This design comes from an exercise in tuning for small area, a short achievable clock period and few clock cycles per item on the open sky130 flow, not from production work. Where RTL was checked, it was by simulation tests only, not by an equivalence proof against the original. The RTL of run 4 was laid out without a check of its function. Power figures rest on the tool's default switching activity, not on a simulated workload.

$ cat flow/flow/run.sh
#!/bin/bash
set -euo pipefail
export BUFFER_PORTS_ARGS="-buffer_cell sky130_fd_sc_hd__buf_2"
bash standard.sh > standard.log 2>&1
$ cat flow/standard.sh
#!/bin/bash
# synth_recipe.tcl (not shown) runs the flow's synth.tcl, then flattens the netlist and writes it again
# the make line also repeats each setting of config.mk as NAME=value (left out here)
make -C /OpenROAD-flow-scripts/flow DESIGN_CONFIG=/design/flow/config.mk WORK_HOME=/design/flow/orfs CLKGATE_MAP_FILE= SYNTH_SCRIPT=/design/flow/synth_recipe.tcl "${@:-finish}"
$ cat flow/config.mk
export PLATFORM = sky130hd
export DESIGN_NAME = output_eval_top
export DESIGN_NICKNAME = output_eval_top
export VERILOG_FILES = /design/flow/design.v
export SDC_FILE = /design/flow/constraint.sdc
export NUM_CORES = 4
export LEC_CHECK = 0
export ABC_AREA = 1
export CAP_MARGIN = 20
export CORE_MARGIN = 2
export CORE_UTILIZATION = 40
export SETUP_SLACK_MARGIN = 3.0
export SLEW_MARGIN = 20
$ cat flow/constraint.sdc
create_clock -name core_clock -period 7.5 [get_ports {clk}]
set_input_delay 1.5000 -clock core_clock [delete_from_list [all_inputs] [get_ports {clk}]]
set_output_delay 1.5000 -clock core_clock [all_outputs]
set_load 0.01 [all_outputs]
$ cat flow/design.v
package output_eval_pkg;
	localparam int DATA_W = 12;
	localparam int INT_BITS = 3;
	localparam int FRAC_BITS = DATA_W - INT_BITS - 1;  
	localparam int NEURONS = 4;  
	localparam int IDX_W = 2;  
	localparam int CNT_W = 8;  
	typedef logic signed [DATA_W-1:0] fxp_t;
	typedef fxp_t [NEURONS-1:0] fxp_vec_t;  
	typedef logic signed [2*DATA_W-1:0] product_t;  
	localparam fxp_t FXP_MAX = {1'b0, {(DATA_W-1){1'b1}}};
	localparam fxp_t FXP_MIN = {1'b1, {(DATA_W-1){1'b0}}};
	localparam fxp_t FXP_NEG_ONE = {{(INT_BITS+1){1'b1}}, {FRAC_BITS{1'b0}}};
	typedef struct packed {
		fxp_vec_t act;  
		fxp_vec_t deriv;  
		logic [NEURONS-1:0] label;  
	} sample_t;
	typedef struct packed {
		logic valid;  
		logic [IDX_W-1:0] idx;  
		fxp_t max_val;  
	} class_t;
	typedef struct packed {
		fxp_vec_t delta;  
		logic [IDX_W-1:0] idx;
		logic correct;  
		logic [CNT_W-1:0] count;  
	} result_t;
	localparam int SAMPLE_W = 2 * NEURONS * DATA_W + NEURONS;  
	localparam int RESULT_W = NEURONS * DATA_W + IDX_W + 1 + CNT_W;  
endpackage
`timescale 1ns/1ps
module fxp_mul (
	input logic [11:0] a_i,  
	input logic y_i,  
	input logic [11:0] d_i,  
	output logic [31:0] t_o  
);
	logic sat;  
	logic [11:0] ap;  
	logic neg0, one0, two0;
	logic [12:0] pp0;
	logic neg1, one1, two1;
	logic [12:0] pp1;
	logic neg2, one2, two2;
	logic [12:0] pp2;
	logic neg3, one3, two3;
	logic [12:0] pp3;
	logic neg4, one4, two4;
	logic [12:0] pp4;
	logic neg5, one5, two5;
	logic [12:0] pp5;
	logic [12:0] sel5;
	logic [5:0] z5;  
	logic negc5;  
	logic s0, k0;
	logic s1, k1;
	logic s2, k2;
	logic s3, k3;
	logic s4, k4;
	logic s5, k5;
	logic s6, k6;
	logic s7, k7;
	logic s8, k8;
	logic s9, k9;
	logic s10, k10;
	logic s11, k11;
	logic s12, k12;
	logic s13, k13;
	logic s14, k14;
	logic s15, k15;
	logic s16, k16;
	logic s17, k17;
	logic s18, k18;
	logic s19, k19;
	logic s20, k20;
	logic s21, k21;
	logic s22, k22;
	logic s23, k23;
	logic s24, k24;
	logic s25, k25;
	logic s26, k26;
	logic s27, k27;
	logic s28, k28;
	logic s29, k29;
	logic s30, k30;
	logic s31, k31;
	logic s32, k32;
	logic s33, k33;
	logic s34, k34;
	logic s35, k35;
	logic s36, k36;
	logic s37, k37;
	logic s38, k38;
	logic s39, k39;
	logic s40, k40;
	logic s41, k41;
	logic s42, k42;
	logic s43, k43;
	logic s44, k44;
	logic s45, k45;
	logic s46, k46;
	logic s47, k47;
	logic s48, k48;
	logic s49, k49;
	logic s50, k50;
	logic s51, k51;
	logic s52, k52;
	logic s53, k53;
	logic s54, k54;
	logic s55, k55;
	logic [7:0] la, lb;
	logic [8:0] lsum;
	assign sat = y_i & a_i[11] & ~a_i[10] & ~a_i[9] & ~a_i[8];
	assign ap = sat ? 12'h800 : {a_i[11:8] - {3'b000, y_i}, a_i[7:0]};
	assign neg0 = d_i[1];
	assign one0 = d_i[0] ^ 1'b0;
	assign two0 = (d_i[1] & ~d_i[0] & ~1'b0) | (~d_i[1] & d_i[0] & 1'b0);
	assign pp0[0] = ((ap[0] & one0) | (1'b0 & two0)) ^ neg0;
	assign pp0[1] = ((ap[1] & one0) | (ap[0] & two0)) ^ neg0;
	assign pp0[2] = ((ap[2] & one0) | (ap[1] & two0)) ^ neg0;
	assign pp0[3] = ((ap[3] & one0) | (ap[2] & two0)) ^ neg0;
	assign pp0[4] = ((ap[4] & one0) | (ap[3] & two0)) ^ neg0;
	assign pp0[5] = ((ap[5] & one0) | (ap[4] & two0)) ^ neg0;
	assign pp0[6] = ((ap[6] & one0) | (ap[5] & two0)) ^ neg0;
	assign pp0[7] = ((ap[7] & one0) | (ap[6] & two0)) ^ neg0;
	assign pp0[8] = ((ap[8] & one0) | (ap[7] & two0)) ^ neg0;
	assign pp0[9] = ((ap[9] & one0) | (ap[8] & two0)) ^ neg0;
	assign pp0[10] = ((ap[10] & one0) | (ap[9] & two0)) ^ neg0;
	assign pp0[11] = ((ap[11] & one0) | (ap[10] & two0)) ^ neg0;
	assign pp0[12] = ((ap[11] & one0) | (ap[11] & two0)) ^ neg0;
	assign neg1 = d_i[3];
	assign one1 = d_i[2] ^ d_i[1];
	assign two1 = (d_i[3] & ~d_i[2] & ~d_i[1]) | (~d_i[3] & d_i[2] & d_i[1]);
	assign pp1[0] = ((ap[0] & one1) | (1'b0 & two1)) ^ neg1;
	assign pp1[1] = ((ap[1] & one1) | (ap[0] & two1)) ^ neg1;
	assign pp1[2] = ((ap[2] & one1) | (ap[1] & two1)) ^ neg1;
	assign pp1[3] = ((ap[3] & one1) | (ap[2] & two1)) ^ neg1;
	assign pp1[4] = ((ap[4] & one1) | (ap[3] & two1)) ^ neg1;
	assign pp1[5] = ((ap[5] & one1) | (ap[4] & two1)) ^ neg1;
	assign pp1[6] = ((ap[6] & one1) | (ap[5] & two1)) ^ neg1;
	assign pp1[7] = ((ap[7] & one1) | (ap[6] & two1)) ^ neg1;
	assign pp1[8] = ((ap[8] & one1) | (ap[7] & two1)) ^ neg1;
	assign pp1[9] = ((ap[9] & one1) | (ap[8] & two1)) ^ neg1;
	assign pp1[10] = ((ap[10] & one1) | (ap[9] & two1)) ^ neg1;
	assign pp1[11] = ((ap[11] & one1) | (ap[10] & two1)) ^ neg1;
	assign pp1[12] = ((ap[11] & one1) | (ap[11] & two1)) ^ neg1;
	assign neg2 = d_i[5];
	assign one2 = d_i[4] ^ d_i[3];
	assign two2 = (d_i[5] & ~d_i[4] & ~d_i[3]) | (~d_i[5] & d_i[4] & d_i[3]);
	assign pp2[0] = ((ap[0] & one2) | (1'b0 & two2)) ^ neg2;
	assign pp2[1] = ((ap[1] & one2) | (ap[0] & two2)) ^ neg2;
	assign pp2[2] = ((ap[2] & one2) | (ap[1] & two2)) ^ neg2;
	assign pp2[3] = ((ap[3] & one2) | (ap[2] & two2)) ^ neg2;
	assign pp2[4] = ((ap[4] & one2) | (ap[3] & two2)) ^ neg2;
	assign pp2[5] = ((ap[5] & one2) | (ap[4] & two2)) ^ neg2;
	assign pp2[6] = ((ap[6] & one2) | (ap[5] & two2)) ^ neg2;
	assign pp2[7] = ((ap[7] & one2) | (ap[6] & two2)) ^ neg2;
	assign pp2[8] = ((ap[8] & one2) | (ap[7] & two2)) ^ neg2;
	assign pp2[9] = ((ap[9] & one2) | (ap[8] & two2)) ^ neg2;
	assign pp2[10] = ((ap[10] & one2) | (ap[9] & two2)) ^ neg2;
	assign pp2[11] = ((ap[11] & one2) | (ap[10] & two2)) ^ neg2;
	assign pp2[12] = ((ap[11] & one2) | (ap[11] & two2)) ^ neg2;
	assign neg3 = d_i[7];
	assign one3 = d_i[6] ^ d_i[5];
	assign two3 = (d_i[7] & ~d_i[6] & ~d_i[5]) | (~d_i[7] & d_i[6] & d_i[5]);
	assign pp3[0] = ((ap[0] & one3) | (1'b0 & two3)) ^ neg3;
	assign pp3[1] = ((ap[1] & one3) | (ap[0] & two3)) ^ neg3;
	assign pp3[2] = ((ap[2] & one3) | (ap[1] & two3)) ^ neg3;
	assign pp3[3] = ((ap[3] & one3) | (ap[2] & two3)) ^ neg3;
	assign pp3[4] = ((ap[4] & one3) | (ap[3] & two3)) ^ neg3;
	assign pp3[5] = ((ap[5] & one3) | (ap[4] & two3)) ^ neg3;
	assign pp3[6] = ((ap[6] & one3) | (ap[5] & two3)) ^ neg3;
	assign pp3[7] = ((ap[7] & one3) | (ap[6] & two3)) ^ neg3;
	assign pp3[8] = ((ap[8] & one3) | (ap[7] & two3)) ^ neg3;
	assign pp3[9] = ((ap[9] & one3) | (ap[8] & two3)) ^ neg3;
	assign pp3[10] = ((ap[10] & one3) | (ap[9] & two3)) ^ neg3;
	assign pp3[11] = ((ap[11] & one3) | (ap[10] & two3)) ^ neg3;
	assign pp3[12] = ((ap[11] & one3) | (ap[11] & two3)) ^ neg3;
	assign neg4 = d_i[9];
	assign one4 = d_i[8] ^ d_i[7];
	assign two4 = (d_i[9] & ~d_i[8] & ~d_i[7]) | (~d_i[9] & d_i[8] & d_i[7]);
	assign pp4[0] = ((ap[0] & one4) | (1'b0 & two4)) ^ neg4;
	assign pp4[1] = ((ap[1] & one4) | (ap[0] & two4)) ^ neg4;
	assign pp4[2] = ((ap[2] & one4) | (ap[1] & two4)) ^ neg4;
	assign pp4[3] = ((ap[3] & one4) | (ap[2] & two4)) ^ neg4;
	assign pp4[4] = ((ap[4] & one4) | (ap[3] & two4)) ^ neg4;
	assign pp4[5] = ((ap[5] & one4) | (ap[4] & two4)) ^ neg4;
	assign pp4[6] = ((ap[6] & one4) | (ap[5] & two4)) ^ neg4;
	assign pp4[7] = ((ap[7] & one4) | (ap[6] & two4)) ^ neg4;
	assign pp4[8] = ((ap[8] & one4) | (ap[7] & two4)) ^ neg4;
	assign pp4[9] = ((ap[9] & one4) | (ap[8] & two4)) ^ neg4;
	assign pp4[10] = ((ap[10] & one4) | (ap[9] & two4)) ^ neg4;
	assign pp4[11] = ((ap[11] & one4) | (ap[10] & two4)) ^ neg4;
	assign pp4[12] = ((ap[11] & one4) | (ap[11] & two4)) ^ neg4;
	assign neg5 = d_i[11];
	assign one5 = d_i[10] ^ d_i[9];
	assign two5 = (d_i[11] & ~d_i[10] & ~d_i[9]) | (~d_i[11] & d_i[10] & d_i[9]);
	assign z5[0] = 1'b1;
	assign sel5[0] = (ap[0] & one5) | (1'b0 & two5);
	assign z5[1] = z5[0] & ~sel5[0];
	assign pp5[0] = sel5[0] ^ (neg5 & ~z5[0]);
	assign sel5[1] = (ap[1] & one5) | (ap[0] & two5);
	assign z5[2] = z5[1] & ~sel5[1];
	assign pp5[1] = sel5[1] ^ (neg5 & ~z5[1]);
	assign sel5[2] = (ap[2] & one5) | (ap[1] & two5);
	assign z5[3] = z5[2] & ~sel5[2];
	assign pp5[2] = sel5[2] ^ (neg5 & ~z5[2]);
	assign sel5[3] = (ap[3] & one5) | (ap[2] & two5);
	assign z5[4] = z5[3] & ~sel5[3];
	assign pp5[3] = sel5[3] ^ (neg5 & ~z5[3]);
	assign sel5[4] = (ap[4] & one5) | (ap[3] & two5);
	assign z5[5] = z5[4] & ~sel5[4];
	assign pp5[4] = sel5[4] ^ (neg5 & ~z5[4]);
	assign sel5[5] = (ap[5] & one5) | (ap[4] & two5);
	assign pp5[5] = sel5[5] ^ neg5;
	assign sel5[6] = (ap[6] & one5) | (ap[5] & two5);
	assign pp5[6] = sel5[6] ^ neg5;
	assign sel5[7] = (ap[7] & one5) | (ap[6] & two5);
	assign pp5[7] = sel5[7] ^ neg5;
	assign sel5[8] = (ap[8] & one5) | (ap[7] & two5);
	assign pp5[8] = sel5[8] ^ neg5;
	assign sel5[9] = (ap[9] & one5) | (ap[8] & two5);
	assign pp5[9] = sel5[9] ^ neg5;
	assign sel5[10] = (ap[10] & one5) | (ap[9] & two5);
	assign pp5[10] = sel5[10] ^ neg5;
	assign sel5[11] = (ap[11] & one5) | (ap[10] & two5);
	assign pp5[11] = sel5[11] ^ neg5;
	assign sel5[12] = (ap[11] & one5) | (ap[11] & two5);
	assign pp5[12] = sel5[12] ^ neg5;
	assign negc5 = neg5 & z5[5];
	assign s0 = pp0[6] ^ pp1[4];
	assign k0 = pp0[6] & pp1[4];
	assign s1 = pp0[7] ^ pp1[5] ^ pp2[3];
	assign k1 = (pp0[7] & pp1[5]) | (pp2[3] & (pp0[7] ^ pp1[5]));
	assign s2 = pp0[8] ^ pp1[6] ^ pp2[4];
	assign k2 = (pp0[8] & pp1[6]) | (pp2[4] & (pp0[8] ^ pp1[6]));
	assign s3 = pp3[2] ^ pp4[0];
	assign k3 = pp3[2] & pp4[0];
	assign s4 = pp0[9] ^ pp1[7] ^ pp2[5];
	assign k4 = (pp0[9] & pp1[7]) | (pp2[5] & (pp0[9] ^ pp1[7]));
	assign s5 = pp3[3] ^ pp4[1];
	assign k5 = pp3[3] & pp4[1];
	assign s6 = pp0[10] ^ pp1[8] ^ pp2[6];
	assign k6 = (pp0[10] & pp1[8]) | (pp2[6] & (pp0[10] ^ pp1[8]));
	assign s7 = pp3[4] ^ pp4[2] ^ pp5[0];
	assign k7 = (pp3[4] & pp4[2]) | (pp5[0] & (pp3[4] ^ pp4[2]));
	assign s8 = pp0[11] ^ pp1[9] ^ pp2[7];
	assign k8 = (pp0[11] & pp1[9]) | (pp2[7] & (pp0[11] ^ pp1[9]));
	assign s9 = pp3[5] ^ pp4[3] ^ pp5[1];
	assign k9 = (pp3[5] & pp4[3]) | (pp5[1] & (pp3[5] ^ pp4[3]));
	assign s10 = pp1[10] ^ pp2[8] ^ pp3[6];
	assign k10 = (pp1[10] & pp2[8]) | (pp3[6] & (pp1[10] ^ pp2[8]));
	assign s11 = pp4[4] ^ pp5[2] ^ pp0[12];
	assign k11 = (pp4[4] & pp5[2]) | (pp0[12] & (pp4[4] ^ pp5[2]));
	assign s12 = pp2[9] ^ pp3[7] ^ pp4[5];
	assign k12 = (pp2[9] & pp3[7]) | (pp4[5] & (pp2[9] ^ pp3[7]));
	assign s13 = pp5[3] ^ ~pp0[12] ^ ~pp1[11];
	assign k13 = (pp5[3] & ~pp0[12]) | (~pp1[11] & (pp5[3] ^ ~pp0[12]));
	assign s14 = ~pp1[12] ^ pp2[10] ^ pp3[8];
	assign k14 = (~pp1[12] & pp2[10]) | (pp3[8] & (~pp1[12] ^ pp2[10]));
	assign s15 = pp4[6] ^ pp5[4] ^ pp1[11];
	assign k15 = (pp4[6] & pp5[4]) | (pp1[11] & (pp4[6] ^ pp5[4]));
	assign s16 = pp2[11] ^ pp3[9] ^ pp4[7];
	assign k16 = (pp2[11] & pp3[9]) | (pp4[7] & (pp2[11] ^ pp3[9]));
	assign s17 = pp5[5] ^ negc5 ^ 1'b1;
	assign k17 = (pp5[5] & negc5) | (1'b1 & (pp5[5] ^ negc5));
	assign s18 = ~pp2[12] ^ pp3[10] ^ pp4[8];
	assign k18 = (~pp2[12] & pp3[10]) | (pp4[8] & (~pp2[12] ^ pp3[10]));
	assign s19 = pp3[11] ^ pp4[9];
	assign k19 = pp3[11] & pp4[9];
	assign s20 = pp0[4] ^ pp1[2];
	assign k20 = pp0[4] & pp1[2];
	assign s21 = pp0[5] ^ pp1[3];
	assign k21 = pp0[5] & pp1[3];
	assign s22 = pp2[2] ^ pp3[0] ^ neg3;
	assign k22 = (pp2[2] & pp3[0]) | (neg3 & (pp2[2] ^ pp3[0]));
	assign s23 = pp3[1] ^ 1'b1 ^ s1;
	assign k23 = (pp3[1] & 1'b1) | (s1 & (pp3[1] ^ 1'b1));
	assign s24 = neg4 ^ s2 ^ s3;
	assign k24 = (neg4 & s2) | (s3 & (neg4 ^ s2));
	assign s25 = s4 ^ s5 ^ k2;
	assign k25 = (s4 & s5) | (k2 & (s4 ^ s5));
	assign s26 = s6 ^ s7 ^ k4;
	assign k26 = (s6 & s7) | (k4 & (s6 ^ s7));
	assign s27 = s8 ^ s9 ^ k6;
	assign k27 = (s8 & s9) | (k6 & (s8 ^ s9));
	assign s28 = s10 ^ s11 ^ k8;
	assign k28 = (s10 & s11) | (k8 & (s10 ^ s11));
	assign s29 = s12 ^ s13 ^ k10;
	assign k29 = (s12 & s13) | (k10 & (s12 ^ s13));
	assign s30 = s14 ^ s15 ^ k12;
	assign k30 = (s14 & s15) | (k12 & (s14 ^ s15));
	assign s31 = s16 ^ s17 ^ k14;
	assign k31 = (s16 & s17) | (k14 & (s16 ^ s17));
	assign s32 = pp5[6] ^ s18 ^ k16;
	assign k32 = (pp5[6] & s18) | (k16 & (pp5[6] ^ s18));
	assign s33 = pp5[7] ^ 1'b1 ^ s19;
	assign k33 = (pp5[7] & 1'b1) | (s19 & (pp5[7] ^ 1'b1));
	assign s34 = ~pp3[12] ^ pp4[10] ^ pp5[8];
	assign k34 = (~pp3[12] & pp4[10]) | (pp5[8] & (~pp3[12] ^ pp4[10]));
	assign s35 = pp4[11] ^ pp5[9];
	assign k35 = pp4[11] & pp5[9];
	assign s36 = pp0[2] ^ pp1[0];
	assign k36 = pp0[2] & pp1[0];
	assign s37 = pp0[3] ^ pp1[1];
	assign k37 = pp0[3] & pp1[1];
	assign s38 = pp2[0] ^ neg2 ^ s20;
	assign k38 = (pp2[0] & neg2) | (s20 & (pp2[0] ^ neg2));
	assign s39 = pp2[1] ^ s21 ^ k20;
	assign k39 = (pp2[1] & s21) | (k20 & (pp2[1] ^ s21));
	assign s40 = s0 ^ s22 ^ k21;
	assign k40 = (s0 & s22) | (k21 & (s0 ^ s22));
	assign s41 = k0 ^ s23 ^ k22;
	assign k41 = (k0 & s23) | (k22 & (k0 ^ s23));
	assign s42 = k1 ^ s24 ^ k23;
	assign k42 = (k1 & s24) | (k23 & (k1 ^ s24));
	assign s43 = k3 ^ s25 ^ k24;
	assign k43 = (k3 & s25) | (k24 & (k3 ^ s25));
	assign s44 = k5 ^ s26 ^ k25;
	assign k44 = (k5 & s26) | (k25 & (k5 ^ s26));
	assign s45 = k7 ^ s27 ^ k26;
	assign k45 = (k7 & s27) | (k26 & (k7 ^ s27));
	assign s46 = k9 ^ s28 ^ k27;
	assign k46 = (k9 & s28) | (k27 & (k9 ^ s28));
	assign s47 = k11 ^ s29 ^ k28;
	assign k47 = (k11 & s29) | (k28 & (k11 ^ s29));
	assign s48 = k13 ^ s30 ^ k29;
	assign k48 = (k13 & s30) | (k29 & (k13 ^ s30));
	assign s49 = k15 ^ s31 ^ k30;
	assign k49 = (k15 & s31) | (k30 & (k15 ^ s31));
	assign s50 = k17 ^ s32 ^ k31;
	assign k50 = (k17 & s32) | (k31 & (k17 ^ s32));
	assign s51 = k18 ^ s33 ^ k32;
	assign k51 = (k18 & s33) | (k32 & (k18 ^ s33));
	assign s52 = k19 ^ s34 ^ k33;
	assign k52 = (k19 & s34) | (k33 & (k19 ^ s34));
	assign s53 = 1'b1 ^ s35 ^ k34;
	assign k53 = (1'b1 & s35) | (k34 & (1'b1 ^ s35));
	assign s54 = ~pp4[12] ^ pp5[10] ^ k35;
	assign k54 = (~pp4[12] & pp5[10]) | (k35 & (~pp4[12] ^ pp5[10]));
	assign s55 = pp5[11] ^ 1'b1;
	assign k55 = pp5[11] & 1'b1;
	assign la[0] = pp0[0];
	assign lb[0] = neg0;
	assign la[1] = pp0[1];
	assign lb[1] = 1'b0;
	assign la[2] = neg1;
	assign lb[2] = s36;
	assign la[3] = s37;
	assign lb[3] = k36;
	assign la[4] = s38;
	assign lb[4] = k37;
	assign la[5] = s39;
	assign lb[5] = k38;
	assign la[6] = s40;
	assign lb[6] = k39;
	assign la[7] = s41;
	assign lb[7] = k40;
	assign lsum = la + lb;
	assign t_o[0] = s42;  
	assign t_o[1] = k41;  
	assign t_o[2] = s43;  
	assign t_o[3] = k42;  
	assign t_o[4] = s44;  
	assign t_o[5] = k43;  
	assign t_o[6] = s45;  
	assign t_o[7] = k44;  
	assign t_o[8] = s46;  
	assign t_o[9] = k45;  
	assign t_o[10] = s47;  
	assign t_o[11] = k46;  
	assign t_o[12] = s48;  
	assign t_o[13] = k47;  
	assign t_o[14] = s49;  
	assign t_o[15] = k48;  
	assign t_o[16] = s50;  
	assign t_o[17] = k49;  
	assign t_o[18] = s51;  
	assign t_o[19] = k50;  
	assign t_o[20] = s52;  
	assign t_o[21] = k51;  
	assign t_o[22] = s53;  
	assign t_o[23] = k52;  
	assign t_o[24] = s54;  
	assign t_o[25] = k53;  
	assign t_o[26] = s55;  
	assign t_o[27] = k54;  
	assign t_o[28] = ~pp5[12];  
	assign t_o[29] = k55;  
	assign t_o[30] = 1'b1;  
	assign t_o[31] = lsum[8];  
endmodule
module fxp_mul_round (
	input logic [31:0] t_i,
	output logic [11:0] p_o
);
	logic [15:0] ra, rb, q;
	assign ra[0] = t_i[0];
	assign rb[0] = t_i[1];
	assign ra[1] = t_i[2];
	assign rb[1] = t_i[3];
	assign ra[2] = t_i[4];
	assign rb[2] = t_i[5];
	assign ra[3] = t_i[6];
	assign rb[3] = t_i[7];
	assign ra[4] = t_i[8];
	assign rb[4] = t_i[9];
	assign ra[5] = t_i[10];
	assign rb[5] = t_i[11];
	assign ra[6] = t_i[12];
	assign rb[6] = t_i[13];
	assign ra[7] = t_i[14];
	assign rb[7] = t_i[15];
	assign ra[8] = t_i[16];
	assign rb[8] = t_i[17];
	assign ra[9] = t_i[18];
	assign rb[9] = t_i[19];
	assign ra[10] = t_i[20];
	assign rb[10] = t_i[21];
	assign ra[11] = t_i[22];
	assign rb[11] = t_i[23];
	assign ra[12] = t_i[24];
	assign rb[12] = t_i[25];
	assign ra[13] = t_i[26];
	assign rb[13] = t_i[27];
	assign ra[14] = t_i[28];
	assign rb[14] = t_i[29];
	assign ra[15] = t_i[30];
	assign rb[15] = 1'b0;
	assign q = ra + rb + {15'd0, t_i[31]};
	assign p_o = (q[15:11] == 5'b00000 || q[15:11] == 5'b11111) ? q[11:0] :
		(q[15] ? 12'h800 : 12'h7ff);
endmodule
`timescale 1ns/1ps
module output_eval_top (
	input logic clk,
	input logic reset,
	input logic wb_cyc_i,
	input logic wb_stb_i,
	input logic wb_we_i,
	input logic [99:0] wb_dat_i,
	output logic [58:0] wb_dat_o,
	output logic wb_ack_o
);
	localparam int TB = 32;  
	logic wr;  
	logic rd;  
	logic held_q;  
	logic [7:0] count_q;
	logic [1:0] idx_q;
	logic correct_q;
	logic [4*TB-1:0] t_q;  
	logic [4*TB-1:0] t_d;
	logic [47:0] delta;
	logic signed [11:0] act [4];  
	logic [3:0] win;  
	logic [1:0] idx_d;
	logic hit;
	assign wr = wb_cyc_i && wb_stb_i && wb_we_i;
	assign rd = wb_cyc_i && wb_stb_i && !wb_we_i && held_q;
	assign wb_ack_o = wr || rd;
	for (genvar g = 0; g < 4; g++) begin : g_neuron
		assign act[g] = wb_dat_i[52 + 12*g +: 12];
		fxp_mul u_mul (
			.a_i(act[g]),
			.y_i(wb_dat_i[g]),
			.d_i(wb_dat_i[4 + 12*g +: 12]),
			.t_o(t_d[TB*g +: TB])
		);
		fxp_mul_round u_round (
			.t_i(t_q[TB*g +: TB]),
			.p_o(delta[12*g +: 12])
		);
	end
	logic ge01, ge02, ge03, ge12, ge13, ge23;
	assign ge01 = act[0] >= act[1];
	assign ge02 = act[0] >= act[2];
	assign ge03 = act[0] >= act[3];
	assign ge12 = act[1] >= act[2];
	assign ge13 = act[1] >= act[3];
	assign ge23 = act[2] >= act[3];
	assign win[0] = ge01 && ge02 && ge03;
	assign win[1] = !ge01 && ge12 && ge13;
	assign win[2] = !ge02 && !ge12 && ge23;
	assign win[3] = !ge03 && !ge13 && !ge23;
	assign idx_d = {win[2] || win[3], win[1] || win[3]};
	assign hit = |(win & wb_dat_i[3:0]);
	always_ff @(posedge clk or posedge reset) begin
		if (reset) begin
			held_q <= 1'b0;
		end else if (wr) begin
			held_q <= 1'b1;
		end
	end
	always_ff @(posedge clk or posedge reset) begin
		if (reset) begin
			count_q <= '0;
		end else if (wr && hit) begin
			count_q <= count_q + 8'd1;
		end
	end
	always_ff @(posedge clk) begin
		if (wr) begin
			t_q <= t_d;
			idx_q <= idx_d;
			correct_q <= hit;
		end
	end
	assign wb_dat_o = {delta, idx_q, correct_q, count_q};
endmodule
==> results of run 1 <==
==> state kept, by name, indices dropped and copies added (netlist names) <==
name,flops
correct_q,1
held_q,1
idx_q,2
count_q,8
t_q,124
==> synthesized netlist by cell type, types with 7 or more instances <==
| library cell | n |
|---|---|
| inv_1 | 505 |
| nand2_1 | 491 |
| xor2_1 | 311 |
| o22ai_1 | 231 |
| ha_1 | 213 |
| fa_1 | 168 |
| edfxtp_1 | 127 |
| nor2_1 | 115 |
| o21ai_0 | 68 |
| buf_2 | 63 |
| nand3_1 | 58 |
| a21oi_1 | 55 |
| clkbuf_1 | 47 |
| nand4_1 | 27 |
| xnor2_1 | 26 |
| inv_2 | 17 |
| buf_4 | 16 |
| nand2_2 | 14 |
| nor2_2 | 14 |
| a21oi_2 | 13 |
| a21o_1 | 12 |
| dfrtp_1 | 9 |
| o21bai_1 | 9 |
| clkinv_1 | 8 |
| nand3b_1 | 7 |
| nor2_4 | 7 |
| nor3_1 | 7 |
| o21ai_1 | 7 |
| or2_2 | 7 |
==> per-stage QoR <==
| step | total power [mW] | std cells | hold slack [ps] | util [%] |
|---|---|---|---|---|
| 2_1_floorplan | 3.898 | 2723 | 427.7 | - |
| 3_3_place_gp | 4.679 | 3456 | 440.5 | 42.76 |
| 3_5_place_dp | 4.790 | 3456 | 457.1 | 42.76 |
| 4_1_cts | 5.734 | 3500 | 474.6 | 44.33 |
| 5_1_grt | 6.502 | 3565 | 501.3 | 46.41 |
| 6_report | 5.838 | 3571 | 466.6 | 46.44 |
==> metal layers <==
layer	routed length, um	track usage [%]	part of all wire, %
met3	3696	4.142	6.2
met2	27450	33.68	46
met1	27120	28.27	45
met5	126	0	0.21
met4	1299	7.109	2.2
==> power breakdown <==
group	switching [mW]	internal, mW
clock	0.363	0.490
combinational	2.23	1.54
sequential	0.0538	1.16
==> cells by family after synthesis <==
kind of cell / synth area share (%)
adders and majority gates: 27.57
AOI/OAI and AO/OA: 12.55
DFF: 18.47
and+or+nand+nor: 15.56
xor gates and xnor gates: 13.57
muxes: 0.1831
buffers and inverters: 12.10
==> timing repair <==
action | CTS | global route
pin swaps | 9 | 51
endpoints found under the setup margin | 118 | 78
gates cloned | 2 | 6
resized for setup | 68 | 184
hold buffers | 0 | 0
hold endpoints to repair | 0 | 0
setup buffers | 10 | 56
==> final cells by class <==
class	instances	area (sq um)
Antenna cell	9	22.52
Clock buffer	18	429.2
Clock inverter	14	148.9
Fill cell	5300	28880
Inverter	530	2003
Multi-Input combinational cell	1933	16070
Sequential cell	136	4039
Tap cell	696	870.8
Timing Repair Buffer	233	1449
Timing Repair inverter	2	10.01
==> worst max path at each step <==
stage                             from            to  cells past startpoint
after floorplan           wb_dat_i[84]       t_q[66]                     13
after global placement    wb_dat_i[61]       t_q[12]                     15
after detailed placement  wb_dat_i[61]       t_q[12]                     13
after CTS                 wb_dat_i[13]       t_q[12]                     16
after global routing          t_q[127]  wb_dat_o[48]                     18
final                     wb_dat_i[84]       t_q[66]                     13
==> critical path, stage by stage <==
cell        delay (ps)
buf_2              160
clkinvlp_4         180
ha_4               210
ha_4               200
or2_4              320
o22ai_1            230
xor2_1             130
fa_1               540
inv_1               60
fa_1               530
inv_1               60
fa_1               490
inv_1               40
==> qor.yml, run 1 <==
outcome:
  status: "finished clean"
floorplanning:
  ios: 165
  die_x_um: 237.8
  placementRows: 85
  floorplan.initialDensity_pct: 40.55
  fp.dieArea_sq_um: 56550
  core_sq_um: 53920
  die_y_um: 237.8
critical_path:
  timing.rr.start: "count_q[2]"
  reg2reg_slack_ps: 6280
  cp-end-kind: "flip-flop"
  cp_data_arrival_time_ps: 4660
  worstSetupStartpointType: "input port"
  criticalPathCategory: "input port to flip-flop"
  cp_max_fo: 12
  reg2reg_depth: 5
  r2r_end: "count_q[7]"
  required_ps: 7740
sta:
  period_share_pct: 58.92
  rsz0062_at_grt: "yes"
  setup_viol: 0
  final.setup_skew_ps: 3.523
  fmax_ghz: 0.2263
  slew_headroom_pct: 40.89
  worst_pin_slew_ps: 886.7
  setup_ws_ps: 3081
  hold_violations: 0
  final.setup.tns_ps: 0
  slew_viol_final: 0
  fin_crit_ps: 4419
grt:
  antenna_found_initial: 21
  grt_max_degree: 70
  grt_pass1_wl_um: 93440
  track_usage_pct: 20.98
  gr-total-overflow: 0
  grt_pass1_vias: 17549
power:
  power_density_nw_per_um2: 233.1
  ir_drop_v: 0.0001256
  p_leak_nw: 12.44
synthesis:
  synthFlopType: "edfxtp_1"
  netlist_area_sq_um: 21870
  yosysTopAreaCell: "edfxtp_1"
  yosys-top-cells-area: "edfxtp_1 (17%), fa_1 (15%), xor2_1 (12%), ha_1 (12%), inv_1 (8.7%)"
  async_reset_ff_share_pct: 6.618
  yosys_warnings: 3
  ys_seq_area_share_pct: 18.47
  netlist.area_leader.share_pct: 17.44
  syn_inst: 2723
  synth_edf_count: 127
  syn_nets: 3209
  ys_types: 53
  synth_seq_cells: 136
  avgSynthCellArea_sq_um: 8.031
placed_design:
  port_buffers: 164
  gp_congestion: 0.9057
  dpl_cell_area_sq_um: 23060
  detailed_place_hpwl_um: 47120
  pre_cts_ws_ps: 2013
routing:
  drtPass1Iterations: 5
  viasPerCell: 5.151
  wl_per_cell_um: 16.72
  via_count: 18396
  drc: 0
  ant_nets: 0
  wirelength_um: 59700
  drtIter0Drc: 1030
clock_tree:
  clock_latency_ps: 480
  cts_tree: "built"
  cts_made_buffers: 17
  ctsLongestPathBuffers: 2
  h-tree-depth: 4
  clock-root-buffer: "clkbuf_16"
  clock_sink_count: 136
  clk_pin_slew_worst_paths_ps: 70
min_path:
  hp-start: "held_q"
  hp-class: "flip-flop to flip-flop"
  min_path_cells: 2
  min_to: "held_q"
cells_and_area:
  syn2layout_area_growth_pct: 14.52
  final_cell_mix: "inv_1 (461), nand2_1 (420), xor2_1 (308)"
  nNetsFinal: 3339
  final_common_cell: "inv_1"
  stdcell_area_sq_um: 25040
  drive_above_1_share_pct: 19.40
flow_run:
  max-cap-violations: 0
Testbench counts, summed over its fixed seeds: cycles 6,400, items 3,200.
==> run 2: changes to the inputs <==
--- a/flow/config.mk
+++ b/flow/config.mk
@@ -10,4 +10,4 @@
 export CORE_MARGIN = 2
 export CORE_UTILIZATION = 40
-export SETUP_SLACK_MARGIN = 3.0
+export SETUP_SLACK_MARGIN = 3.4
 export SLEW_MARGIN = 20
==> qor.yml, run 2 <==
outcome:
  status: "finished clean"
synthesis:
  synth_edf_count: 127
  yosysTopAreaCell: "edfxtp_1"
  netlist.area_leader.share_pct: 17.44
  ys_seq_area_share_pct: 18.47
  async_reset_ff_share_pct: 6.618
  synthFlopType: "edfxtp_1"
  synth_seq_cells: 136
  synth_most_common_cell: "inv_1"
  syn_inst: 2723
  ys_types: 53
  avgSynthCellArea_sq_um: 8.031
  synth_commonest_cells: "inv_1 (505), nand2_1 (491), xor2_1 (311), o22ai_1 (231), ha_1 (213)"
  yosys-top-cells-area: "edfxtp_1 (17%), fa_1 (15%), xor2_1 (12%), ha_1 (12%), inv_1 (8.7%)"
  netlist_area_sq_um: 21870
  yosys_warnings: 3
  syn_nets: 3209
floorplanning:
  floorplan.initialDensity_pct: 40.55
  die_x_um: 237.8
  placementRows: 85
  die_y_um: 237.8
  fp.dieArea_sq_um: 56550
  core_sq_um: 53920
  ios: 165
sta:
  rsz0062_at_grt: "yes"
  slew_headroom_pct: 42.99
  final.setup_skew_ps: 2.964
  fin_crit_ps: 4339
  worst_pin_slew_ps: 855.2
  setup_ws_ps: 3161
  setup_viol: 0
  fin_hold_ws_ps: 461.4
  fmax_ghz: 0.2304
  hold_violations: 0
  final.setup.tns_ps: 0
  period_share_pct: 57.86
  slew_viol_final: 0
routing:
  via_count: 19523
  ant_nets: 0
  drc: 0
  drtIter0Drc: 1136
  wirelength_um: 65200
  viasPerCell: 5.209
  drtPass1Iterations: 7
  wl_per_cell_um: 17.39
grt:
  antenna_found_initial: 8
  gr-total-overflow: 0
  grt_max_degree: 65
  grt_pass1_wl_um: 99580
  grt_pass1_vias: 18971
  track_usage_pct: 22.24
critical_path:
  reg2reg_slack_ps: 6280
  required_ps: 6000
  timing.rr.start: "count_q[2]"
  cp_max_fo: 6
  criticalPathCategory: "flip-flop to output pin"
  worstSetupStartpointType: "flip-flop"
  cp_cell_sequence: "inv_2 -> fa_2 -> inv_2 -> fa_2 -> nand3_2 -> nand2_4 -> a21oi_4 -> o21ai_4 -> nand2_1 -> nand2_1 -> nand2_1 -> nand2_2 -> nor2_2 -> nand2_2 -> nand2_4 -> nand2_1 -> nand2_1 -> buf_2"
  cp_slowest_cell: "fa_2"
  cp_data_arrival_time_ps: 2840
  critPathMaxStageDelay_ps: 400
  cp-end-kind: "output pin"
  critPathMostFrequentCell: "nand2_1"
  reg2reg_depth: 5
  r2r_end: "count_q[7]"
clock_tree:
  h-tree-depth: 4
  clk_pin_slew_worst_paths_ps: 70
  clock_sink_count: 136
  clock_latency_ps: 460
  clock-root-buffer: "clkbuf_16"
  cts.hold.buffers_added: 0
  cts_tree: "built"
  cts_made_buffers: 17
  ctsLongestPathBuffers: 2
power:
  p_leak_nw: 13.88
  p_total_mw: 6.391
  power_density_nw_per_um2: 220.1
  ir_drop_v: 0.0001126
placed_design:
  detailed_place_hpwl_um: 46890
  port_buffers: 164
  pre_cts_ws_ps: 2088
  gp_congestion: 0.8824
min_path:
  hp-class: "flip-flop to flip-flop"
  min_to: "held_q"
  hp-start: "held_q"
  min_path_cells: 2
cells_and_area:
  final_common_cell: "inv_1"
  fin_util_pct: 53.85
  nNetsFinal: 3523
  largest_register_ffs: 124
  drive_above_1_share_pct: 33.93
  final_cell_mix: "inv_1 (412), nand2_1 (382), xor2_1 (276)"
  syn2layout_area_growth_pct: 32.79
flow_run:
  max-cap-violations: 0
[run 2: per-layer routing]
metal | vias up | wire length, um | global-route usage [%]
met3 | 160 | 3722 | 2.800
met1 | 9334 | 27140 | 28.51
li1 | 9420 | - | -
met2 | 599 | 31820 | 38.31
met4 | 10 | 2448 | 8.367
met5 | - | 65 | 0
[run 2: logic make-up (layout without fill, tap and decap cells)]
kind of cell	after synthesis	after routing	synth area share [%]
muxes	4	4	0.1831
adders and majority gates	381	381	27.57
AOI/OAI and AO/OA	433	433	12.55
xor gates and xnor gates	338	338	13.57
other	0	2	0
and+or+nand+nor	771	777	15.56
buffers and inverters	660	981	12.10
DFF	136	136	18.47
[run 2: area by class of cell]
type                            count  area (sq um)
Timing Repair inverter              1         5.005
Inverter                          530          2095
Timing Repair Buffer              418          3460
Antenna cell                        2         5.005
Multi-Input combinational cell   1933         17960
Clock buffer                       18         429.2
Fill cell                        4844         24880
Clock inverter                     14         173.9
Sequential cell                   136          4039
Tap cell                          696         870.8
[run 2: worst max-delay path by stage]
stage                 startpoint           end  cells past startpoint
floorplan           wb_dat_i[84]       t_q[70]                     13
global placement    wb_dat_i[47]      t_q[100]                     10
detailed placement  wb_dat_i[35]       t_q[68]                     10
CTS                       t_q[0]  wb_dat_o[16]                     18
global route              t_q[1]  wb_dat_o[18]                     18
finish                    t_q[1]  wb_dat_o[17]                     18
[run 2: where the power goes]
part	internal [mW]	total, mW	leakage [nW]	switching [mW]
sequential	1.16	1.22	1.28	0.0550
clock	0.524	0.880	0.283	0.355
combinational	1.86	4.29	12.3	2.43
[run 2: timing repair]
item,4_1_cts,5_1_grt
setup endpoints to repair,127,106
setup buffers,146,101
resized for setup,376,288
pin swaps,140,150
cloned,6,3
[run 2: metrics by stage]
step	instances	cell area (sq um)
2_1_floorplan	2723	22990
3_3_place_gp	3458	23630
3_5_place_dp	3458	23630
4_1_cts	3642	26870
5_1_grt	3748	29040
6_report	3748	29040
[run 2: worst max-delay path: cells and delay by family, from the launching register on]
family,cells,cell delay (ps)
fa+ha+maj,2,590
simple gates,11,870
flops,1,390
compound gates,2,270
buf+inv,3,240
==> run 3: changes to the inputs <==
==> flow/run.sh (new file) <==
#!/bin/bash
# synth_recipe.tcl (not shown) runs the flow's synth.tcl, then flattens the netlist and writes it again
# the make line also repeats each setting of config.mk as NAME=value (left out here)
make -C /OpenROAD-flow-scripts/flow DESIGN_CONFIG=/design/flow/config.mk WORK_HOME=/design/flow/orfs CLKGATE_MAP_FILE= SYNTH_SCRIPT=/design/flow/synth_recipe.tcl finish
--- a/flow/config.mk
+++ b/flow/config.mk
@@ -10,4 +10,4 @@
 export CORE_MARGIN = 2
 export CORE_UTILIZATION = 40
-export SETUP_SLACK_MARGIN = 3.4
+export SETUP_SLACK_MARGIN = 3.0
 export SLEW_MARGIN = 20
removed: flow/flow/run.sh
removed: flow/standard.sh
==> qor.yml, run 3 <==
cells_and_area:
  final_common_cell: "inv_1"
  final_cell_mix: "inv_1 (443), nand2_1 (412), xor2_1 (305)"
  largest_register_ffs: 124
  nNetsFinal: 3380
  fill_cells: 5145
  seq_area_sq_um: 4039
  stdcell_area_sq_um: 26330
  fin_util_pct: 48.83
  final_cell_count_no_fill: 3613
  syn2layout_area_growth_pct: 20.42
  drive_above_1_share_pct: 20.19
  multi_input_area_sq_um: 16410
grt:
  antenna_found_initial: 13
  grt_pass1_vias: 18337
  gr-total-overflow: 0
  track_usage_pct: 21.33
  grt_pass1_wl_um: 96190
  grt_max_degree: 137
sta:
  final.setup.tns_ps: 0
  slew_viol_final: 0
  period_share_pct: 59.49
  slew_headroom_pct: 43.85
  setup_viol: 0
  fmax_ghz: 0.2241
  worst_pin_slew_ps: 842.2
  rsz0062_at_grt: "yes"
  hold_violations: 0
  final.setup_skew_ps: 3.155
  fin_crit_ps: 4462
floorplanning:
  placementRows: 85
  die_x_um: 237.8
  ios: 165
  floorplan.initialDensity_pct: 40.55
  core_sq_um: 53920
  fp.dieArea_sq_um: 56550
  die_y_um: 237.8
placed_design:
  dpl.cell_count: 3457
  port_buffers: 164
  gp_congestion: 0.9294
  dpl_cell_area_sq_um: 23900
  detailed_place_hpwl_um: 46730
routing:
  via_count: 18485
  wl_per_cell_um: 16.78
  ant_nets: 0
  wirelength_um: 60630
  drc: 0
  viasPerCell: 5.116
  drtIter0Drc: 1102
  drtPass1Iterations: 5
critical_path:
  reg2reg_depth: 5
  required_ps: 7700
  criticalPathCategory: "input port to flip-flop"
  cp_max_fo: 12
  cp_data_arrival_time_ps: 4660
  worstSetupStartpointType: "input port"
  cp-end-kind: "flip-flop"
power:
  combPwrFrac_pct: 65.2
  p_sw_mw: 2.673
  p_seq_share_pct: 20.2
  power_density_nw_per_um2: 228.0
  p_int_mw: 3.331
  p_sw_share_pct: 44.52
  clkPwrFrac_pct: 14.5
  p_leak_nw: 12.94
  ir_drop_v: 0.0001568
synthesis:
  ys_types: 53
  synth_seq_cells: 136
  yosysTopAreaCell: "edfxtp_1"
  avgSynthCellArea_sq_um: 8.031
  synth_most_common_cell: "inv_1"
  yosys_warnings: 3
  netlist_area_sq_um: 21870
  yosys-top-cells-area: "edfxtp_1 (17%), fa_1 (15%), xor2_1 (12%), ha_1 (12%), inv_1 (8.7%)"
  synth_edf_count: 127
  netlist.area_leader.share_pct: 17.44
  syn_nets: 3209
  synthFlopType: "edfxtp_1"
  ys_seq_area_share_pct: 18.47
  async_reset_ff_share_pct: 6.618
  synth_commonest_cells: "inv_1 (505), nand2_1 (491), xor2_1 (311), o22ai_1 (231), ha_1 (213)"
  syn_inst: 2723
min_path:
  hp-class: "flip-flop to flip-flop"
  min_path_cells: 2
clock_tree:
  ctsLongestPathBuffers: 2
  clock_sink_count: 136
  cts_made_buffers: 17
  clock_latency_ps: 460
  clk_pin_slew_worst_paths_ps: 70
  clock-root-buffer: "clkbuf_16"
  cts.hold.buffers_added: 0
  h-tree-depth: 4
  cts_tree: "built"
flow_run:
  max-cap-violations: 0
outcome:
  status: "finished clean"
[run 3: cell counts after synthesis]
No cell type changed its count.
[run 3: power groups by stage]
stage	registers [mW]	logic [mW]	clock network (mW)
final	1.21	3.92	0.873
after global routing	1.23	4.51	0.922
after CTS	1.22	3.78	0.892
after detailed placement	1.23	3.70	0
after global placement	1.23	3.60	0
after floorplan	1.22	2.68	0
[run 3: layout make-up]
class                           instances  area share (%)
Antenna cell                           10         0.09503
Clock buffer                           17           1.616
Clock inverter                         15          0.6700
Inverter                              530           7.741
Multi-Input combinational cell       1930           62.31
Sequential cell                       136           15.34
Tap cell                              696           3.307
Timing Repair Buffer                  279           8.919
[run 3: path summary, 6_finish.rpt]
kind,start,end,slack [ps]
hold / removal,held_q,held_q,460
setup / recovery,wb_dat_i[31],t_q[95],3040
min in group asynchronous,reset,count_q[3],1310
hold reg to reg,held_q,held_q,460
setup reg to reg,count_q[2],count_q[7],6250
max in group asynchronous,reset,count_q[6],5920
[run 3: cells by family (layout without fill, tap and decap cells)]
logic type | after synthesis | after routing | synth area share [%]
flops | 136 | 136 | 18.47
mux | 4 | 4 | 0.1831
buf+inv | 660 | 841 | 12.10
simple gates | 771 | 774 | 15.56
other cells | 0 | 10 | 0
compound gates | 433 | 433 | 12.55
xor+xnor | 338 | 338 | 13.57
fa+ha+maj | 381 | 381 | 27.57
[run 3: through the flow]
| step | setup WS, ps | power [mW] | hold WS (ps) |
|---|---|---|---|
| after floorplan | 2910 | 3.898 | 427.7 |
| after global placement | 1487 | 4.826 | 440.8 |
| after detailed placement | 1381 | 4.929 | 453.6 |
| after CTS | 2974 | 5.891 | 470.5 |
| after global routing | 2908 | 6.661 | 519.4 |
| final | 3038 | 6.004 | 464.7 |
[run 3: critical path, cell delays in order]
cell and delay [ps]:
clkdlybuf4s15_2 450, nand2_1 170, inv_2 100, nor2_4 50, inv_4 130, o22ai_2 110, xor2_1 160, fa_1 540
inv_1 40, ha_1 280, inv_1 80, fa_1 430, ha_1 340, a21oi_1 160, o221ai_1 120
[run 3: what timing repair did]
action                                  CTS  global route
endpoints found under the setup margin  137           104
resized for setup                       421           278
setup buffers                            51            58
pin swaps                                42            67
cloned                                    4             1
[run 3: per-layer routing]
layer  vias up  share of wire, %  track usage [%]
met1      8774                45            28.70
met5         -             0.058                0
li1       9135                 -                -
met4         6               1.9            6.042
met3        71               6.3            3.667
met2       499                47            35.28
==> run 4: changes to the inputs <==
--- a/flow/design.v
+++ b/flow/design.v
@@ -36,5 +36,5 @@
 	input logic y_i,  
 	input logic [11:0] d_i,  
-	output logic [31:0] t_o  
+	output logic [27:0] t_o  
 );
 	logic sat;  
@@ -111,6 +111,6 @@
 	logic s54, k54;
 	logic s55, k55;
-	logic [7:0] la, lb;
-	logic [8:0] lsum;
+	logic [11:0] la, lb;
+	logic [12:0] lsum;
 	assign sat = y_i & a_i[11] & ~a_i[10] & ~a_i[9] & ~a_i[8];
 	assign ap = sat ? 12'h800 : {a_i[11:8] - {3'b000, y_i}, a_i[7:0]};
@@ -359,76 +359,74 @@
 	assign la[7] = s41;
 	assign lb[7] = k40;
+	assign la[8] = s42;
+	assign lb[8] = k41;
+	assign la[9] = s43;
+	assign lb[9] = k42;
+	assign la[10] = s44;
+	assign lb[10] = k43;
+	assign la[11] = s45;
+	assign lb[11] = k44;
 	assign lsum = la + lb;
-	assign t_o[0] = s42;  
-	assign t_o[1] = k41;  
-	assign t_o[2] = s43;  
-	assign t_o[3] = k42;  
-	assign t_o[4] = s44;  
-	assign t_o[5] = k43;  
-	assign t_o[6] = s45;  
-	assign t_o[7] = k44;  
-	assign t_o[8] = s46;  
-	assign t_o[9] = k45;  
-	assign t_o[10] = s47;  
-	assign t_o[11] = k46;  
-	assign t_o[12] = s48;  
-	assign t_o[13] = k47;  
-	assign t_o[14] = s49;  
-	assign t_o[15] = k48;  
-	assign t_o[16] = s50;  
-	assign t_o[17] = k49;  
-	assign t_o[18] = s51;  
-	assign t_o[19] = k50;  
-	assign t_o[20] = s52;  
-	assign t_o[21] = k51;  
-	assign t_o[22] = s53;  
-	assign t_o[23] = k52;  
-	assign t_o[24] = s54;  
-	assign t_o[25] = k53;  
-	assign t_o[26] = s55;  
-	assign t_o[27] = k54;  
-	assign t_o[28] = ~pp5[12];  
-	assign t_o[29] = k55;  
-	assign t_o[30] = 1'b1;  
-	assign t_o[31] = lsum[8];  
+	assign t_o[0] = lsum[8];  
+	assign t_o[1] = lsum[9];  
+	assign t_o[2] = lsum[10];  
+	assign t_o[3] = lsum[11];  
+	assign t_o[4] = lsum[12];  
+	assign t_o[5] = s46;  
+	assign t_o[6] = k45;  
+	assign t_o[7] = s47;  
+	assign t_o[8] = k46;  
+	assign t_o[9] = s48;  
+	assign t_o[10] = k47;  
+	assign t_o[11] = s49;  
+	assign t_o[12] = k48;  
+	assign t_o[13] = s50;  
+	assign t_o[14] = k49;  
+	assign t_o[15] = s51;  
+	assign t_o[16] = k50;  
+	assign t_o[17] = s52;  
+	assign t_o[18] = k51;  
+	assign t_o[19] = s53;  
+	assign t_o[20] = k52;  
+	assign t_o[21] = s54;  
+	assign t_o[22] = k53;  
+	assign t_o[23] = s55;  
+	assign t_o[24] = k54;  
+	assign t_o[25] = ~pp5[12];  
+	assign t_o[26] = k55;  
+	assign t_o[27] = 1'b1;  
 endmodule
 module fxp_mul_round (
-	input logic [31:0] t_i,
+	input logic [27:0] t_i,
 	output logic [11:0] p_o
 );
-	logic [15:0] ra, rb, q;
-	assign ra[0] = t_i[0];
-	assign rb[0] = t_i[1];
-	assign ra[1] = t_i[2];
-	assign rb[1] = t_i[3];
-	assign ra[2] = t_i[4];
-	assign rb[2] = t_i[5];
-	assign ra[3] = t_i[6];
-	assign rb[3] = t_i[7];
-	assign ra[4] = t_i[8];
-	assign rb[4] = t_i[9];
-	assign ra[5] = t_i[10];
-	assign rb[5] = t_i[11];
-	assign ra[6] = t_i[12];
-	assign rb[6] = t_i[13];
-	assign ra[7] = t_i[14];
-	assign rb[7] = t_i[15];
-	assign ra[8] = t_i[16];
-	assign rb[8] = t_i[17];
-	assign ra[9] = t_i[18];
-	assign rb[9] = t_i[19];
-	assign ra[10] = t_i[20];
-	assign rb[10] = t_i[21];
-	assign ra[11] = t_i[22];
-	assign rb[11] = t_i[23];
-	assign ra[12] = t_i[24];
-	assign rb[12] = t_i[25];
-	assign ra[13] = t_i[26];
-	assign rb[13] = t_i[27];
-	assign ra[14] = t_i[28];
-	assign rb[14] = t_i[29];
-	assign ra[15] = t_i[30];
-	assign rb[15] = 1'b0;
-	assign q = ra + rb + {15'd0, t_i[31]};
+	logic [11:0] ra, rb, qh;
+	logic [15:0] q;
+	assign ra[0] = t_i[5];
+	assign rb[0] = t_i[6];
+	assign ra[1] = t_i[7];
+	assign rb[1] = t_i[8];
+	assign ra[2] = t_i[9];
+	assign rb[2] = t_i[10];
+	assign ra[3] = t_i[11];
+	assign rb[3] = t_i[12];
+	assign ra[4] = t_i[13];
+	assign rb[4] = t_i[14];
+	assign ra[5] = t_i[15];
+	assign rb[5] = t_i[16];
+	assign ra[6] = t_i[17];
+	assign rb[6] = t_i[18];
+	assign ra[7] = t_i[19];
+	assign rb[7] = t_i[20];
+	assign ra[8] = t_i[21];
+	assign rb[8] = t_i[22];
+	assign ra[9] = t_i[23];
+	assign rb[9] = t_i[24];
+	assign ra[10] = t_i[25];
+	assign rb[10] = t_i[26];
+	assign ra[11] = t_i[27];
+	assign rb[11] = 1'b0;
+	assign qh = ra + rb + {11'd0, t_i[4]};
+	assign q = {qh, t_i[3:0]};
 	assign p_o = (q[15:11] == 5'b00000 || q[15:11] == 5'b11111) ? q[11:0] :
 		(q[15] ? 12'h800 : 12'h7ff);
@@ -445,5 +443,5 @@
 	output logic wb_ack_o
 );
-	localparam int TB = 32;  
+	localparam int TB = 28;  
 	logic wr;  
 	logic rd;  
==> flow/flow/run.sh (new file) <==
#!/bin/bash
set -euo pipefail
export BUFFER_PORTS_ARGS="-buffer_cell sky130_fd_sc_hd__buf_2"
bash standard.sh > standard.log 2>&1
==> flow/standard.sh (new file) <==
#!/bin/bash
# synth_recipe.tcl (not shown) runs the flow's synth.tcl, then flattens the netlist and writes it again
# the make line also repeats each setting of config.mk as NAME=value (left out here)
make -C /OpenROAD-flow-scripts/flow DESIGN_CONFIG=/design/flow/config.mk WORK_HOME=/design/flow/orfs CLKGATE_MAP_FILE= SYNTH_SCRIPT=/design/flow/synth_recipe.tcl "${@:-finish}"
--- a/flow/config.mk
+++ b/flow/config.mk
@@ -10,4 +10,4 @@
 export CORE_MARGIN = 2
 export CORE_UTILIZATION = 40
-export SETUP_SLACK_MARGIN = 3.0
+export SETUP_SLACK_MARGIN = 3.4
 export SLEW_MARGIN = 20
removed: flow/run.sh
==> qor.yml, run 4 <==
critical_path:
  criticalPathCategory: "input port to flip-flop"
  critPathMostFrequentCell: "fa_1"
  cp_slowest_cell: "fa_1"
  cp-end-kind: "flip-flop"
  cp_cell_sequence: "buf_8 -> nor2_4 -> nand4_1 -> buf_6 -> buf_4 -> nand2_1 -> buf_8 -> o22ai_2 -> xor2_1 -> fa_1 -> fa_1 -> inv_1 -> fa_1 -> ha_4 -> nand2_2 -> nor2_1 -> a2111oi_2 -> nand2_1 -> xor2_1"
  critPathMaxStageDelay_ps: 530
  worstSetupStartpointType: "input port"
  required_ps: 7740
  cp_data_arrival_time_ps: 5310
  cp_max_fo: 12
cells_and_area:
  drive_above_1_share_pct: 34.44
  syn2layout_area_growth_pct: 34.51
  nNetsFinal: 3432
  final_common_cell: "inv_1"
  final_cell_count_no_fill: 3650
  final_cell_mix: "inv_1 (373), nand2_1 (341), xor2_1 (290)"
  largest_register_ffs: 108
  fill_cells: 4678
routing:
  drtPass1Iterations: 6
  wirelength_um: 64600
  wl_per_cell_um: 17.70
  via_count: 18989
  viasPerCell: 5.202
  drc: 0
  ant_nets: 0
  drtIter0Drc: 1195
synthesis:
  synthFlopType: "edfxtp_1"
  synth_compound_area_share_pct: 12.95
  ys_seq_area_share_pct: 16.86
  synth-xor-area-share_pct: 14.43
  synth_commonest_cells: "inv_1 (466), nand2_1 (461), xor2_1 (317), o22ai_1 (231), ha_1 (213)"
  synth_edf_count: 111
  yosys.area_share.simple_pct: 15.21
  synth_top_family_by_area: "adder cells"
  syn_nets: 3124
  syn_inst: 2638
  yosys_warnings: 3
  async_reset_ff_share_pct: 7.500
  synth_mux_area_share_pct: 0.1897
  yosys-top-cells-area: "fa_1 (16%), edfxtp_1 (16%), xor2_1 (13%), ha_1 (13%), inv_1 (8.3%)"
  synth_most_common_cell: "inv_1"
  ys_types: 53
  yosysTopAreaCell: "fa_1"
  avgSynthCellArea_sq_um: 8.001
  synth_seq_cells: 120
  netlist_area_sq_um: 21110
  netlist.area_leader.share_pct: 15.93
  synthAdderAreaFrac_pct: 28.56
floorplanning:
  floorplan.initialDensity_pct: 40.33
  die_x_um: 233.7
  core_sq_um: 52340
  fp.dieArea_sq_um: 54620
  placementRows: 84
  ios: 165
  die_y_um: 233.7
clock_tree:
  cts.hold.buffers_added: 0
  ctsLongestPathBuffers: 2
  h-tree-depth: 4
  cts_tree: "built"
  clock-root-buffer: "clkbuf_16"
  clock_latency_ps: 480
  clock_sink_count: 120
  clk_pin_slew_worst_paths_ps: 70
  cts_made_buffers: 17
grt:
  track_usage_pct: 23.10
  grt_pass1_vias: 18756
  gr-total-overflow: 0
  grt_pass1_wl_um: 98420
  grt_max_degree: 57
  antenna_found_initial: 4
sta:
  fin_crit_ps: 5063
  period_share_pct: 67.51
  setup_viol: 0
  slew_viol_final: 0
  slew_headroom_pct: 50.02
  hold_violations: 0
  fmax_ghz: 0.1975
  worst_pin_slew_ps: 749.7
  final.setup_skew_ps: 0.9335
  final.setup.tns_ps: 0
  rsz0062_at_grt: "yes"
min_path:
  hp-class: "flip-flop to flip-flop"
placed_design:
  detailed_place_hpwl_um: 47250
  gp_congestion: 0.9244
  port_buffers: 164
  dpl.cell_count: 3377
flow_run:
  max-cap-violations: 0
power:
  ir_drop_v: 0.0001928
  p_leak_nw: 13.48
  power_density_nw_per_um2: 288.8
outcome:
  status: "finished clean"
run 4: changes by cell type after synthesis, sizes merged, moves of 11 or more:
cell    change
a21oi      +13
clkbuf     -14
edfxtp     -16
inv        -41
nand2      -15
nor2       -15
o21bai     -11
run 4: logic make-up (layout without fill, tap and decap cells):
| family | after synthesis | count (layout) |
|---|---|---|
| buffers and inverters | 613 | 927 |
| adders and majority gates | 381 | 381 |
| other | 0 | 3 |
| DFF | 120 | 120 |
| xor gates and xnor gates | 346 | 346 |
| muxes | 4 | 4 |
| and+or+nand+nor | 737 | 744 |
| AOI/OAI and AO/OA | 437 | 437 |
run 4: power by group:
part / switching [mW] / total, mW / internal [mW]
combinational: 3.33 / 6.14 / 2.82
clock: 0.377 / 0.852 / 0.475
sequential: 0.0590 / 1.20 / 1.14
total: 3.76 / 8.20 / 4.44
run 4: layer usage:
layer | GRT usage, % | routed length, um | part of all wire, %
met1 | 29.09 | 27000 | 42
met2 | 39.38 | 31820 | 49
met3 | 3.174 | 3390 | 5.2
met4 | 10.23 | 2374 | 3.7
met5 | 0 | 13 | 0.020
run 4: through the flow:
step	setup slack, ps	power [mW]	utilization [%]	instance area (sq um)	hold slack [ps]
after floorplan	2129	5.074	-	22600	427.7
after global placement	1566	6.081	44.62	23360	443.6
after detailed placement	1547	6.215	44.62	23360	473.1
after CTS	2495	7.799	51.31	26860	487.9
after global routing	2322	8.989	54.24	28390	538.8
final	2437	8.199	54.24	28390	475.1
run 4: what timing repair did:
item	CTS	global route
endpoints found under the setup margin	107	110
gates resized for setup	380	209
buffers inserted	150	77
gates cloned	10	1
pin swaps	187	141
run 4: final timing paths:
| kind | startpoint | to | slack, ps | cells after the start |
|---|---|---|---|---|
| max in group asynchronous | reset | count_q[6] | 6280 | 2 |
| min | held_q | held_q | 480 | 2 |
| min reg2reg | held_q | held_q | 480 | 2 |
| max | wb_dat_i[62] | g_neuron[0].u_round.t_i[3] | 2440 | 19 |
| min in group asynchronous | reset | count_q[1] | 970 | 2 |
| max reg2reg | count_q[2] | count_q[5] | 6310 | 5 |
run 4: critical path, delay by kind of cell:
family	cells	cell delay, ps
compound gates	2	370
buf+inv	5	680
fa+ha+maj	4	1730
simple gates	6	650
xor+xnor	2	370
run 4: cell type report:
class | count | area [sq um] | area share, %
diodes | 3 | 7.507 | 0.02644
clock buffers | 17 | 425.4 | 1.498
clock inverters | 15 | 175.2 | 0.6170
inverters | 491 | 1939 | 6.831
multi-input cells | 1912 | 18010 | 63.42
flip-flops and latches | 120 | 3558 | 12.53
well taps | 688 | 860.8 | 3.032
repair buffers | 404 | 3418 | 12.04

## afterwards: timing with drivers on the ports
No port has a modelled driver above. Below, the same layouts with a new extraction and two added sets of constraints. Step 1, drivers: a clkbuf_16 drives clk and a buf_2 each remaining input, both assumed. Step 2 moves the port delays by t, midway between the first and last clock arrival at a register: inputs arrive t later, outputs are due t later. That takes back most of the time a late clock gives input paths. Slacks: no drivers / after step 1 / after step 2; pairs: no drivers / after step 1.
| run | t, ns | slack for setup (ns) | cell pins on the clock port's net |
|---|---|---|---|
| run 1 | 0.532 | 3.081 / 3.056 / 2.551 | 1 |
| run 2 | 0.502 | 3.161 / 3.109 / 2.649 | 1 |
| run 3 | 0.508 | 3.038 / 3.064 / 2.556 | 1 |
| run 4 | 0.534 | 2.437 / 2.429 / 1.895 | 1 |
After both steps setup and hold are still met in every run listed. The setup slack of run 4, which loses most, moves by -0.008 ns with the drivers and by -0.542 ns with both steps.
